This design comes from an exercise in tuning for small area on the open sky130 flow, not from production work.
The RTL was checked by simulation tests, not by an equivalence proof against the original design.
Power and IR drop assume default switching activity.

$ cat flow/config.mk
export PLATFORM = sky130hd
export DESIGN_NAME = sxp
export DESIGN_NICKNAME = sxp
export VERILOG_FILES = /design/flow/design.v
export SDC_FILE = /design/flow/constraint.sdc
export NUM_CORES = 4
export LEC_CHECK = 0
export CAP_MARGIN = 20
export CORE_MARGIN = 2
export CORE_UTILIZATION = 40
export SLEW_MARGIN = 20
$ cat flow/constraint.sdc
create_clock -name core_clock -period 10.0 [get_ports {clk}]
set_input_delay 2.0000 -clock core_clock [delete_from_list [all_inputs] [get_ports {clk}]]
set_output_delay 2.0000 -clock core_clock [all_outputs]
set_load 0.01 [all_outputs]
$ cat flow/design.v
`default_nettype none
package sxp_pkg;
  typedef logic [32-1:0] data_t;      
  typedef logic [32-1:0] inst_t;      
  typedef logic [4-1:0]   rf_addr_t;   
  typedef logic [16-1:0]  imm_t;       
  typedef logic [3:0]             cvnz_t;      
  typedef enum logic [1:0] {
    DEST_REG   = 2'b00,
    DEST_JUMP  = 2'b01,
    DEST_STORE = 2'b10,
    DEST_NONE  = 2'b11    
  } dest_cfg_e;
  typedef enum logic [2:0] {
    SRC_RR = 3'b000,   
    SRC_RI = 3'b001,   
    SRC_PR = 3'b010,   
    SRC_PI = 3'b011    
  } src_cfg_e;
  typedef enum logic [2:0] {
    ALU_ADD, ALU_SUB, ALU_AND, ALU_OR, ALU_XOR, ALU_SHL, ALU_SHR, ALU_PASSB
  } alu_op_e;
  typedef enum logic [3:0] {
    WB_RESULT = 4'b0000,
    WB_Z      = 4'b0100,
    WB_N      = 4'b0101,
    WB_V      = 4'b0110,
    WB_C      = 4'b0111
  } wb_cfg_e;
endpackage
`default_nettype wire
`default_nettype none
import sxp_pkg::*;
module sxp_alu
(
  input  wire sxp_pkg::alu_op_e op,
  input  wire sxp_pkg::data_t   a,
  input  wire sxp_pkg::data_t   b,
  output sxp_pkg::data_t        y,
  output sxp_pkg::cvnz_t        cvnz    
);
  localparam int MSB = 32 - 1;
  logic [32:0] sum;    
  logic [32:0] diff;   
  logic v_add;
  logic v_sub;
  logic c;
  logic v;
  assign sum   = {1'b0, a} + {1'b0, b};
  assign diff  = {1'b0, a} - {1'b0, b};
  assign v_add = (a[MSB] == b[MSB]) & (sum[MSB] != a[MSB]);   
  assign v_sub = (a[MSB] != b[MSB]) & (diff[MSB] != a[MSB]);
  always_comb
  begin
    c = 1'b0;
    v = 1'b0;
    case (op)
      ALU_ADD:
      begin
        y = sum[MSB:0];
        c = sum[32];
        v = v_add;
      end
      ALU_SUB:
      begin
        y = diff[MSB:0];
        c = ~diff[32];   
        v = v_sub;
      end
      ALU_AND: y = a & b;
      ALU_OR:  y = a | b;
      ALU_XOR: y = a ^ b;
      ALU_SHL: y = a << b[4:0];
      ALU_SHR: y = a >> b[4:0];   
      default: y = b;             
    endcase
  end
  assign cvnz = {c, v, y[MSB], (y == '0)};
endmodule
`default_nettype wire
`default_nettype none
import sxp_pkg::*;
module sxp_regf
(
  input  wire                  clk,
  input  wire                  reset_b,
  input  wire sxp_pkg::rf_addr_t addra,
  input  wire sxp_pkg::rf_addr_t addrb,
  input  wire sxp_pkg::rf_addr_t addrc,   
  input  wire                  a_en,
  input  wire                  b_en,
  input  wire                  wec,
  input  wire sxp_pkg::data_t  dc,
  output sxp_pkg::data_t       qra,       
  output sxp_pkg::data_t       qrb        
);
  sxp_pkg::data_t regs [0:16-1];
  always_ff @(posedge clk or negedge reset_b)
  begin
    if (!reset_b)
    begin
      for (int i = 0; i < 16; i++)
        regs[i] <= '0;
    end
    else if (wec)
      regs[addrc] <= dc;
  end
  always_ff @(posedge clk or negedge reset_b)
  begin
    if (!reset_b)
    begin
      qra <= '0;
      qrb <= '0;
    end
    else
    begin
      if (a_en)
        qra <= (wec && addrc == addra) ? dc : regs[addra];
      if (b_en)
        qrb <= (wec && addrc == addrb) ? dc : regs[addrb];
    end
  end
endmodule
`default_nettype wire
`default_nettype none
module sxp_regf_status
(
  input  wire                    clk,
  input  wire                    reset_b,
  input  wire                    dest_en,          
  input  wire sxp_pkg::rf_addr_t dest_addr,
  input  wire sxp_pkg::rf_addr_t addra,
  input  wire sxp_pkg::rf_addr_t addrb,
  input  wire sxp_pkg::rf_addr_t addrc,            
  input  wire                    a_en,
  input  wire                    b_en,
  input  wire                    wec,              
  input  wire                    flush_pipeline,   
  output logic                   stall             
);
  logic [16-1:0] pending;   
  logic [16-1:0] clr_mask;
  logic [16-1:0] set_mask;
  logic [16-1:0] busy;      
  assign clr_mask = {{(16-1){1'b0}}, wec} << addrc;
  assign busy     = pending & ~clr_mask;   
  assign stall = (a_en & busy[addra]) |
                 (b_en & busy[addrb]) |
                 (dest_en & busy[dest_addr]);
  assign set_mask = {{(16-1){1'b0}}, dest_en & ~stall} << dest_addr;
  always_ff @(posedge clk or negedge reset_b)
  begin
    if (!reset_b)
      pending <= '0;
    else if (flush_pipeline)
      pending <= '0;                   
    else
      pending <= busy | set_mask;      
  end
endmodule
`default_nettype wire
`default_nettype none
import sxp_pkg::*;
module sxp_fetch
(
  input  wire                      clk,
  input  wire                      reset_b,
  input  wire                      stall,       
  input  wire                      set_pc,      
  input  wire sxp_pkg::data_t      pc_init,     
  input  wire sxp_pkg::inst_t      mem_inst,    
  output sxp_pkg::data_t           mem_pc,
  output sxp_pkg::data_t           pcn,         
  output logic                     inst_vld,
  output sxp_pkg::dest_cfg_e       dest_cfg,
  output sxp_pkg::src_cfg_e        src_cfg,
  output sxp_pkg::alu_op_e         alu_op,
  output sxp_pkg::wb_cfg_e         wb_cfg,
  output sxp_pkg::rf_addr_t        dest_addr,
  output sxp_pkg::rf_addr_t        addra,
  output sxp_pkg::rf_addr_t        addrb,
  output sxp_pkg::imm_t            imm,
  output logic                     cond_jump,
  output logic                     jz,
  output logic                     a_en,        
  output logic                     b_en,
  output logic                     dest_en      
);
  sxp_pkg::data_t pc;         
  sxp_pkg::inst_t inst;       
  sxp_pkg::inst_t inst_r;     
  logic  held;       
  logic  redir_1;    
  logic  redir_2;    
  always_ff @(posedge clk or negedge reset_b)
  begin
    if (!reset_b)
    begin
      pc      <= '0;
      held    <= 1'b0;
      redir_1 <= 1'b1;
      redir_2 <= 1'b1;
    end
    else
    begin
      redir_1 <= set_pc;
      redir_2 <= redir_1;
      held    <= stall & ~set_pc;
      if (set_pc)
        pc <= pc_init;
      else if (!stall && !redir_1)   
        pc <= pc + sxp_pkg::data_t'(1);
    end
  end
  always_ff @(posedge clk)
  begin
    if (stall)
      inst_r <= inst;
  end
  assign inst     = held ? inst_r : mem_inst;
  assign inst_vld = ~redir_1 & ~redir_2;
  assign mem_pc   = pc;
  assign pcn      = pc;   
  assign dest_cfg  = sxp_pkg::dest_cfg_e'(inst[31:30]);
  assign src_cfg   = sxp_pkg::src_cfg_e'(inst[29:27]);
  assign alu_op    = sxp_pkg::alu_op_e'(inst[26:24]);
  assign wb_cfg    = sxp_pkg::wb_cfg_e'(inst[23:20]);
  assign dest_addr = inst[19:16];
  assign addra     = (src_cfg == SRC_RI) ? dest_addr : inst[15:12];
  assign addrb     = inst[11:8];
  assign imm       = inst[15:0];
  assign jz        = inst[1];
  assign cond_jump = inst[0] & b_en;   
  always_comb
  begin
    a_en = 1'b0;
    b_en = 1'b0;
    if (inst_vld)
    begin
      case (src_cfg)
        SRC_RR:  {a_en, b_en} = 2'b11;
        SRC_RI:  a_en = 1'b1;
        SRC_PR:  b_en = 1'b1;
        default: {a_en, b_en} = 2'b00;   
      endcase
    end
  end
  assign dest_en = inst_vld & (dest_cfg == DEST_REG) & ~src_cfg[2];
endmodule
`default_nettype wire
`default_nettype none
import sxp_pkg::*;
module sxp_execute
(
  input  wire                     clk,
  input  wire                     reset_b,
  input  wire                     stall,        
  input  wire                     inst_vld,
  input  wire sxp_pkg::dest_cfg_e dest_cfg,
  input  wire sxp_pkg::src_cfg_e  src_cfg,
  input  wire sxp_pkg::alu_op_e   alu_op,
  input  wire sxp_pkg::wb_cfg_e   wb_cfg,
  input  wire sxp_pkg::rf_addr_t  dest_addr,
  input  wire sxp_pkg::imm_t      imm,
  input  wire sxp_pkg::data_t     pcn,
  input  wire                     cond_jump,
  input  wire                     jz,
  input  wire sxp_pkg::data_t     qra,          
  input  wire sxp_pkg::data_t     qrb,
  input  wire sxp_pkg::data_t     y,            
  input  wire sxp_pkg::cvnz_t     cvnz,
  output sxp_pkg::alu_op_e        alu_op_3,
  output sxp_pkg::data_t          a_3,
  output sxp_pkg::data_t          b_3,
  output logic                    wec,
  output sxp_pkg::rf_addr_t       addrc,
  output sxp_pkg::data_t          wb_data,
  output logic                    set_pc,
  output logic                    flush_pipeline,
  output logic                    spw_we,
  output sxp_pkg::data_t          spw_addr,
  output sxp_pkg::data_t          spw_data
);
  logic      vld_2;
  sxp_pkg::dest_cfg_e dest_cfg_2;
  sxp_pkg::src_cfg_e  src_cfg_2;
  sxp_pkg::alu_op_e   alu_op_2;
  sxp_pkg::wb_cfg_e   wb_cfg_2;
  sxp_pkg::rf_addr_t  dest_addr_2;
  sxp_pkg::imm_t      imm_2;
  sxp_pkg::data_t     pcn_2;
  logic      cond_jump_2;
  logic      jz_2;
  sxp_pkg::data_t     a_2;
  sxp_pkg::data_t     b_2;
  logic      vld_3;
  sxp_pkg::dest_cfg_e dest_cfg_3;
  sxp_pkg::wb_cfg_e   wb_cfg_3;
  sxp_pkg::rf_addr_t  dest_addr_3;
  sxp_pkg::data_t     pcn_3;
  logic      cond_jump_3;
  logic      jz_3;
  logic      vld_4;
  sxp_pkg::dest_cfg_e dest_cfg_4;
  sxp_pkg::wb_cfg_e   wb_cfg_4;
  sxp_pkg::data_t     pcn_4;
  logic      cond_jump_4;
  logic      jz_4;
  sxp_pkg::data_t     y_4;
  sxp_pkg::data_t     b_4;
  sxp_pkg::cvnz_t     cvnz_4;
  logic      take;       
  always_ff @(posedge clk or negedge reset_b)
  begin
    if (!reset_b)
    begin
      vld_2 <= 1'b0;
      vld_3 <= 1'b0;
      vld_4 <= 1'b0;
    end
    else if (flush_pipeline)
    begin
      vld_2 <= 1'b0;
      vld_3 <= 1'b0;
      vld_4 <= 1'b0;
    end
    else
    begin
      vld_2 <= inst_vld & ~stall;
      vld_3 <= vld_2 & ~src_cfg_2[2];   
      vld_4 <= vld_3;
    end
  end
  always_ff @(posedge clk)
  begin
    if (inst_vld && !stall)
    begin
      dest_cfg_2  <= dest_cfg;
      src_cfg_2   <= src_cfg;
      alu_op_2    <= alu_op;
      wb_cfg_2    <= wb_cfg;
      dest_addr_2 <= dest_addr;
      imm_2       <= imm;
      pcn_2       <= pcn;
      cond_jump_2 <= cond_jump;
      jz_2        <= jz;
    end
    if (vld_2)
    begin
      a_3         <= a_2;
      b_3         <= b_2;
      alu_op_3    <= alu_op_2;
      dest_cfg_3  <= dest_cfg_2;
      wb_cfg_3    <= wb_cfg_2;
      dest_addr_3 <= dest_addr_2;
      pcn_3       <= pcn_2;
      cond_jump_3 <= cond_jump_2;
      jz_3        <= jz_2;
    end
    if (vld_3)
    begin
      y_4         <= y;
      cvnz_4      <= cvnz;
      b_4         <= b_3;
      dest_cfg_4  <= dest_cfg_3;
      wb_cfg_4    <= wb_cfg_3;
      addrc       <= dest_addr_3;
      pcn_4       <= pcn_3;
      cond_jump_4 <= cond_jump_3;
      jz_4        <= jz_3;
    end
  end
  always_comb
  begin
    case (src_cfg_2)
      SRC_RR:  {a_2, b_2} = {qra, qrb};
      SRC_RI:  {a_2, b_2} = {qra, sxp_pkg::data_t'(imm_2)};
      SRC_PR:  {a_2, b_2} = {pcn_2, qrb};
      SRC_PI:  {a_2, b_2} = {pcn_2, sxp_pkg::data_t'(imm_2)};
      default: {a_2, b_2} = '0;   
    endcase
  end
  always_comb
  begin
    case (wb_cfg_4)
      WB_Z:    wb_data = sxp_pkg::data_t'(cvnz_4[0]);
      WB_N:    wb_data = sxp_pkg::data_t'(cvnz_4[1]);
      WB_V:    wb_data = sxp_pkg::data_t'(cvnz_4[2]);
      WB_C:    wb_data = sxp_pkg::data_t'(cvnz_4[3]);
      default: wb_data = y_4;   
    endcase
  end
  always_comb
  begin
    wec    = 1'b0;
    spw_we = 1'b0;
    take   = 1'b0;
    if (vld_4)
    begin
      case (dest_cfg_4)
        DEST_REG:   wec = 1'b1;
        DEST_JUMP:  take = cond_jump_4 ? (b_4[0] ^ jz_4) : 1'b1;
        DEST_STORE: spw_we = 1'b1;
        default:    take = 1'b0;   
      endcase
    end
  end
  assign set_pc         = take & (wb_data != pcn_4);   
  assign flush_pipeline = set_pc;
  assign spw_addr       = b_4;
  assign spw_data       = wb_data;
endmodule
`default_nettype wire
`default_nettype none
import sxp_pkg::*;
module sxp
(
  input  wire                 clk,
  input  wire                 reset_b,
  input  wire sxp_pkg::inst_t mem_inst,   
  output sxp_pkg::data_t      mem_pc,     
  output logic                spw_we,     
  output sxp_pkg::data_t      spw_addr,
  output sxp_pkg::data_t      spw_data
);
  logic      inst_vld;
  sxp_pkg::dest_cfg_e dest_cfg;
  sxp_pkg::src_cfg_e  src_cfg;
  sxp_pkg::alu_op_e   alu_op;
  sxp_pkg::wb_cfg_e   wb_cfg;
  sxp_pkg::rf_addr_t  dest_addr;
  sxp_pkg::rf_addr_t  addra;
  sxp_pkg::rf_addr_t  addrb;
  sxp_pkg::imm_t      imm;
  sxp_pkg::data_t     pcn;
  logic      cond_jump;
  logic      jz;
  logic      a_en;
  logic      b_en;
  logic      dest_en;
  logic      stall;
  sxp_pkg::data_t     qra;
  sxp_pkg::data_t     qrb;
  logic      wec;
  sxp_pkg::rf_addr_t  addrc;
  sxp_pkg::data_t     wb_data;
  sxp_pkg::alu_op_e   alu_op_3;
  sxp_pkg::data_t     a_3;
  sxp_pkg::data_t     b_3;
  sxp_pkg::data_t     y;
  sxp_pkg::cvnz_t     cvnz;
  logic      set_pc;
  logic      flush_pipeline;
  sxp_fetch i_fetch (
    .clk(clk), .reset_b(reset_b), .stall(stall), .set_pc(set_pc),
    .pc_init(wb_data), .mem_inst(mem_inst), .mem_pc(mem_pc), .pcn(pcn),
    .inst_vld(inst_vld), .dest_cfg(dest_cfg), .src_cfg(src_cfg), .alu_op(alu_op),
    .wb_cfg(wb_cfg), .dest_addr(dest_addr), .addra(addra), .addrb(addrb), .imm(imm),
    .cond_jump(cond_jump), .jz(jz), .a_en(a_en), .b_en(b_en), .dest_en(dest_en)
  );
  sxp_regf i_regf (
    .clk(clk), .reset_b(reset_b), .addra(addra), .addrb(addrb), .addrc(addrc),
    .a_en(a_en), .b_en(b_en), .wec(wec), .dc(wb_data), .qra(qra), .qrb(qrb)
  );
  sxp_regf_status i_regf_status (
    .clk(clk), .reset_b(reset_b), .dest_en(dest_en), .dest_addr(dest_addr),
    .addra(addra), .addrb(addrb), .addrc(addrc), .a_en(a_en), .b_en(b_en),
    .wec(wec), .flush_pipeline(flush_pipeline), .stall(stall)
  );
  sxp_alu i_alu (
    .op(alu_op_3), .a(a_3), .b(b_3), .y(y), .cvnz(cvnz)
  );
  sxp_execute i_execute (
    .clk(clk), .reset_b(reset_b), .stall(stall), .inst_vld(inst_vld),
    .dest_cfg(dest_cfg), .src_cfg(src_cfg), .alu_op(alu_op), .wb_cfg(wb_cfg),
    .dest_addr(dest_addr), .imm(imm), .pcn(pcn), .cond_jump(cond_jump), .jz(jz),
    .qra(qra), .qrb(qrb), .y(y), .cvnz(cvnz), .alu_op_3(alu_op_3), .a_3(a_3),
    .b_3(b_3), .wec(wec), .addrc(addrc), .wb_data(wb_data), .set_pc(set_pc),
    .flush_pipeline(flush_pipeline), .spw_we(spw_we), .spw_addr(spw_addr),
    .spw_data(spw_data)
  );
endmodule
`default_nettype wire
$ cat flow/run.sh
#!/bin/bash
# synth_recipe.tcl (not shown) runs the flow's synth.tcl, then flattens the netlist and writes it again
# the make line also repeats each setting of config.mk as NAME=value (left out here)
make -C /OpenROAD-flow-scripts/flow DESIGN_CONFIG=/design/flow/config.mk WORK_HOME=/design/flow/orfs CLKGATE_MAP_FILE= SYNTH_SCRIPT=/design/flow/synth_recipe.tcl finish
==> summary.txt <==
Timing
  • Fin. max-slew vios: 0
  • Slew headroom: 26.4%
  • Fin Clk Skew: 0.0351 ns
  • Final Setup Violations: 0
  • RSZ-0062 raised after global routing: no
  • Slew @ Worst Pin: 1.07 ns
  • Final Hold Viols: 0
  • Final critical-path share of the clock period: 64.1%
  • Fmax: 156 MHz
  • Min Tclk post-route: 6.41 ns
  • Setup TNS: 0 ns

Detailed routing
  • Initial DRC count: 6267
  • DRT Pass-1 Iters: 6
  • Drt total wl: 209000 um
  • Via Count: 45000
  • Routed WL per cell: 29.9 um
  • Vias/cell: 6.45
  • Routed Antenna Nets: 0
  • DRC: 0

Power and ir drop
  • Leak: 0.0228 uW
  • Peak supply drop: 0.251 mV
  • P per Cell Area: 383 mW/mm^2

Clock tree
  • Clock buffer depth: 3
  • CTS tree: done
  • Post CTS Setup Buffer Count: 0
  • Htree depth: 3
  • Clock root cell: clkbuf_16
  • Clock sink count: 949
  • Reg clk slew, reported paths: 0.06 ns
  • Clk latency of the worst-skew pair: 0.72 ns
  • Hold_buf cts: 0
  • CTS buffer count: 102
  • Resized Gates After CTS: 0

Worst setup path
  • Worst path max stage delay: 1.07 ns
  • Critical path startpoint category: flop
  • CP max stage cell: edfxtp_1
  • Reg-to-Reg End: i_execute.cvnz_4[0]
  • Critical Path RT: 10.51 ns
  • Crit path capture: i_execute.cvnz_4[0]
  • Cell mode on critical path: or4_1
  • Critical path type: flop to flop
  • Crit path capture type: flop
  • Buf/Inv on CP: 1
  • Largest delay share family, worst path: simple AND/OR/NAND/NOR gates
  • R2R Setup Slk: 3.59 ns
  • Launch point of the worst path: i_execute.b_3[1]
  • CP Data Arrival Time: 6.92 ns
  • CP Max Fanout: 20
  • Worst path depth: 13
  • Crit path cell chain: inv_1, ha_1, o21ba_2, nor4_1, nor3_1, a221o_1, a211oi_1, o2111ai_1, nor4b_1, nand4_1, or4_1, or4_1, nor4_2
  • Reg2Reg Depth: 13
  • FF-to-FF Start: i_execute.b_3[1]

Placement
  • Port buffer count: 130
  • Gpl congestion: 0.994
  • Detailed placement HPWL: 130000 um

Synthesis
  • Area share of the largest cell type after synthesis: 30.8%
  • Asr flop ratio synth: 66.4%
  • Top cells by count, synth: nand2_1, o21ai_0, dfrtp_1
  • Synth area leaders: dfrtp_1, edfxtp_1, o21ai_0
  • Mux cell area share after synthesis: 5.93%
  • Complex-gate fraction of the synthesized area: 22.4%
  • Simple-Gate Fraction of Synth Area: 13.4%
  • Synthesized flop and latch total: 949
  • Post-Synth Adder-Cell Area: 2.70%
  • Synth warnings: 6
  • XOR/XNOR Fraction of Synth Area: 1.39%
  • Ys flop type: dfrtp_1
  • Largest family of logic cells by synthesized area: compound AO/OA/AOI/OAI gates
  • Most frequent cell after synthesis: nand2_1
  • Synth cell types: 103
  • Post-Synthesis Net Count: 5440
  • EDFF count, synth: 319
  • Mapped Area: 0.0510 mm^2
  • Post-Syn Instances: 5297
  • Area leader, netlist: dfrtp_1
  • Seq/Total Area, Yosys: 49.7%
  • Avg Cell Area, Syn: 9.64 um^2

Final layout
  • Largest Register: i_regf.regs
  • Area Overhead vs Synth: 12.3%
  • Util after Layout: 45.1%
  • Layout cells sized above 1: 8.80%
  • Max reg flops: 512
  • # nets final: 5366

Run
  • Total of max-cap violations: 0

Global route
  • Total Routing Usage GR: 31.4%
  • Grt ovf: 0
  • First-pass GRT wire length: 304000 um
  • Initial antenna violation count: 5
  • Largest net degree at the start of global routing: 154
  • Vias in the first global route: 43200

Floorplanning
  • Core Region: 0.127 mm^2
  • Boundary Pins: 131
  • Starting Density: 40.2%
  • FP Rows: 131
  • Die width: 361 um
  • Die area: 0.130 mm^2
  • Die Ht: 361 um

Hold path
  • Hold path start: i_execute.pcn_3[27]
  • Hold WC Path Type: flop to flop

Run status
  • Status: complete, no violations
## worst reg2reg max path: stages, from the launching register on
cell and delay [ns]:
edfxtp_1 1.07, inv_1 0.62, ha_1 0.50, o21ba_2 0.25
nor4_1 0.52, nor3_1 0.21, a221o_1 0.39, a211oi_1 0.42
o2111ai_1 0.24, nor4b_1 0.42, nand4_1 0.33, or4_1 0.61
or4_1 0.49, nor4_2 0.17
## routing by layer
layer	track usage (%)	share of wire [%]	vias up
met3	8.78	12	716
met1	41.5	39	21900
met5	0	0.013	-
met4	14.4	5.5	4
li1	-	-	19400
met2	48.0	44	2941
## where the power goes
| group | internal, uW | switching, uW | leakage (uW) | total [uW] |
|---|---|---|---|---|
| sequential | 6230 | 1810 | 0.0118 | 8030 |
| clock | 2160 | 1620 | 0.00163 | 3780 |
| combinational | 3260 | 6850 | 0.00939 | 10100 |
## worst min-delay path by stage
stage                                      to  slack (ns)  depth (start not counted)
after floorplan               i_fetch.redir_2        0.38                          0
after global placement     i_execute.pcn_4[2]        0.40                          0
after detailed placement       i_execute.jz_4        0.40                          0
after CTS                 i_execute.pcn_4[27]        0.42                          0
after global routing          i_fetch.redir_2        0.42                          0
final                     i_execute.pcn_4[27]        0.42                          0
## logic make-up after synthesis
| group | count (synthesis) |
|---|---|
| AO/OA/AOI/OAI | 1806 |
| XOR/XNOR | 81 |
| adder cells (fa/ha/maj) | 109 |
| buffers and inverters | 580 |
| flip-flops | 949 |
| multiplexers | 229 |
| AND/OR/NAND/NOR | 1543 |
## per-stage QoR
step	power [uW]	worst slack (ns)	area, um^2	cells	hold WS [ns]
floorplan	13500	0.241	51000	5297	0.384
global placement	17700	3.17	54000	6781	0.400
detailed placement	17800	3.13	54000	6781	0.405
CTS	21600	3.74	57300	6966	0.416
global route	23000	3.35	57300	6966	0.416
finish	21900	3.59	57300	6968	0.417
## cell type report
| type | instances | area (um^2) |
|---|---|---|
| well taps | 1662 | 2080 |
| inverters | 161 | 604 |
| repair buffers | 241 | 2150 |
| clock buffers | 149 | 2920 |
| diodes | 2 | 5.00 |
| clock inverters | 36 | 395 |
| flip-flops and latches | 949 | 25400 |
| multi-input cells | 3768 | 23800 |
| fillers | 12000 | 69700 |
## placed cells by master, fill, tap and decap left out, types with 25 or more instances in the layout
| cell type | count |
|---|---|
| nand2_1 | 831 |
| nor3_1 | 65 |
| inv_1 | 155 |
| nor4_1 | 26 |
| buf_4 | 110 |
| nand2b_1 | 25 |
| clkdlybuf4s50_1 | 129 |
| a22oi_1 | 348 |
| mux2i_1 | 125 |
| nand3_1 | 93 |
| nand4_1 | 88 |
| clkbuf_1 | 29 |
| o22ai_1 | 77 |
| edfxtp_1 | 319 |
| dfrtp_1 | 625 |
| nor2_1 | 222 |
| o21ai_0 | 714 |
| o211ai_1 | 26 |
| a221oi_1 | 74 |
| mux4_2 | 51 |
| and2_1 | 31 |
| nor2b_1 | 28 |
| mux2_2 | 46 |
| xnor2_1 | 72 |
| a22o_1 | 61 |
| a211oi_1 | 34 |
| ha_1 | 107 |
| clkbuf_16 | 103 |
| a21oi_1 | 258 |
| nor2_4 | 33 |

==> afterwards: timing with drivers on the ports <==
How much do the figures lean on ideal ports? The routed layout below was timed once more, with nothing changed but the port constraints.
Step 1: set_driving_cell puts a clkbuf_16 on clk and a buf_2 on each other input, an assumption about the parent block.
Step 2, shift: input delay + t, output delay - t, t = (earliest + latest rising clock arrival at the registers) / 2. This alone moves slack from input paths to output paths.
Slacks: ideal / step 1 / step 2; pairs: ideal / step 1.
t (ns): 0.772
setup slack, ns: 3.593 / 3.593 / 3.135
clock arrival spread, ns: 0.046 / 0.047
pins driven straight from the clock port: 1
After both steps setup and hold are still met in this run. The setup slack of this run moves by 0.000 ns with the drivers and by -0.458 ns with both steps.
